Source: an optimization exercise on an open RTL-to-GDS flow (aim: a short achievable clock period and few clock cycles per item). Production flows keep margins and buffers that such runs may drop. Function was checked by simulation only, so behaviour that the tests miss may differ from the original. No activity file was given, so power comes from the tool's default toggle rates.

Setup of run E:
Design cpu, start of the top module:
module cpu #(
    parameter cpu_pkg::word_t RESET_PC = '0
) (
    input  logic           clk,
    input  logic           reset,
    output cpu_pkg::word_t imem_addr,
    input  cpu_pkg::word_t imem_data,
    output logic           dmem_valid,
    output logic           dmem_write,
    output cpu_pkg::word_t dmem_addr,
    output cpu_pkg::word_t dmem_wdata,
    input  logic           dmem_ready,
    input  cpu_pkg::word_t dmem_rdata
);
For scale: roughly 5600 cells after synthesis, roughly 1500 flip-flops.
==> flow/config.mk <==
export PLATFORM = sky130hd
export DESIGN_NAME = cpu
export DESIGN_NICKNAME = cpu
export VERILOG_FILES = /design/flow/design.v
export SDC_FILE = /design/flow/constraint.sdc
export NUM_CORES = 4
export LEC_CHECK = 0
export ABC_CLOCK_PERIOD_IN_PS = 2500
export CAP_MARGIN = 20
export CELL_PAD_IN_SITES_DETAIL_PLACEMENT = 1
export CELL_PAD_IN_SITES_GLOBAL_PLACEMENT = 2
export CORE_MARGIN = 2
export CORE_UTILIZATION = 30
export PLACE_DENSITY = 0.5
export SETUP_SLACK_MARGIN = 4.0
export SLEW_MARGIN = 20
export SYNTH_HIERARCHICAL = 1
==> flow/constraint.sdc <==
create_clock -name core_clock -period 7.0 [get_ports {clk}]
set_input_delay 1.4000 -clock core_clock [delete_from_list [all_inputs] [get_ports {clk}]]
set_output_delay 1.4000 -clock core_clock [all_outputs]
set_load 0.01 [all_outputs]
standard.sh (not shown) runs the stock make flow with config.mk's settings and CLKGATE_MAP_FILE= SYNTH_SCRIPT=/design/flow/synth_recipe.tcl, a recipe that flattens the netlist after the stock synthesis.
==> flow/flow/run.sh <==
#!/bin/bash
# Standard layout, except that:
# - synthesis leaves adders to ABC instead of mapping them onto the
#   library's full/half-adder cells;
# - the port buffers are buf_6 cells instead of the small delay buffers
#   that buffer_ports picks by default (every port still gets a buffer);
# - timing repair may resize a cell to any cell of the same function, not
#   only to one of the same footprint.
set -euo pipefail
cd "$(dirname "$0")/.."
ADDER_MAP_FILE= BUFFER_PORTS_ARGS="-buffer_cell sky130_fd_sc_hd__buf_6" \
    bash standard.sh MATCH_CELL_FOOTPRINT=0 finish > standard.log 2>&1
Run E ran to completion and came out clean on the timing, DRC and antenna checks.
Testbench counts of run E, summed over its fixed seeds: cycles 23,234, instructions 21,723.
> inputs changed (run E -> run P)
diff --git a/flow/design.v b/flow/design.v
--- a/flow/design.v
+++ b/flow/design.v
@@ -416,27 +416,29 @@
         g_mux2 u_rec (.s(ex_is_branch), .a(id_rec_pc[i]), .b(ex_rec_pc[i]), .y(rec_pc[i]));
         g_mux2 u_pc  (.s(any_redirect), .a(f_next[i]), .b(rec_pc[i]), .y(pc_next[i]));
     end
     always_ff @(posedge clk or posedge reset) begin
         if (reset) begin
             pc <= RESET_PC;
         end else begin
             pc <= pc_next;
         end
     end
+    logic any_redirect_n, id_keep, id_valid_d;
+    assign any_redirect_n = !any_redirect;
+    assign id_keep = !stall || id_valid;
+    g_and2 u_id_valid (.a(any_redirect_n), .b(id_keep), .y(id_valid_d));
     always_ff @(posedge clk or posedge reset) begin
         if (reset) begin
             id_valid <= 1'b0;
-        end else if (any_redirect) begin
-            id_valid <= 1'b0;
-        end else if (!stall) begin
-            id_valid <= 1'b1;
+        end else begin
+            id_valid <= id_valid_d;
         end
     end
     always_ff @(posedge clk) begin
         if (!stall) begin
             id_instr <= imem_data;
             for (int i = 1; i < 32; i++) begin
                 id_rs1_oh[i] <= imem_data[19:15] == 5'(i);
                 id_rs2_oh[i] <= imem_data[24:20] == 5'(i);
             end
             id_pc    <= pc;
==> comparison <==
The critical path endpoint comes out ex_a[16]$_DFFE_PN_ in one run and pc[31]$_DFF_PP0_ in the other, namely in run E and run P respectively. Clock network power share, run P and run E: larger value in run E. Run P: share of the cycle needed by the critical path after routing is 1.4 points higher than what run E reported. Run P vs. run E: distinct cell type count of the synthesized netlist has decreased, number of ordinary and repair buffers in the finished layout has decreased. Run E → run P: first-iteration DRC count has decreased; hold-critical path depth neither gained nor lost much; post-detailed-route wirelength per cell went down.
Testbench counts of run P, summed over its fixed seeds: cycles 23,234, instructions 21,723.

-- static timing again, ports no longer ideal --
Ports are ideal in the flow. The routed layouts listed here were re-timed in OpenROAD. Step 1 sets driving cells, clkbuf_16 on the clock port and buf_2 on the other inputs (assumed; they add their load-dependent delay and slew). Step 2, shift: input delay + t, output delay - t, t = (earliest + latest rising clock arrival at the registers) / 2. This alone moves slack from input paths to output paths. a / b / c = no drivers / after step 1 / after step 2; a / b = the first two.
run | t (ns) | setup slack, ns | worst setup path at the end
run E | 0.929 | 3.891 / 3.752 / 2.823 | input to register
run P | 0.934 | 3.792 / 3.749 / 2.815 | input to register
After both steps setup and hold are still met in every run listed. For run E, which loses most, drivers alone change the setup slack by -0.139 ns; drivers and shift together by -1.068 ns.
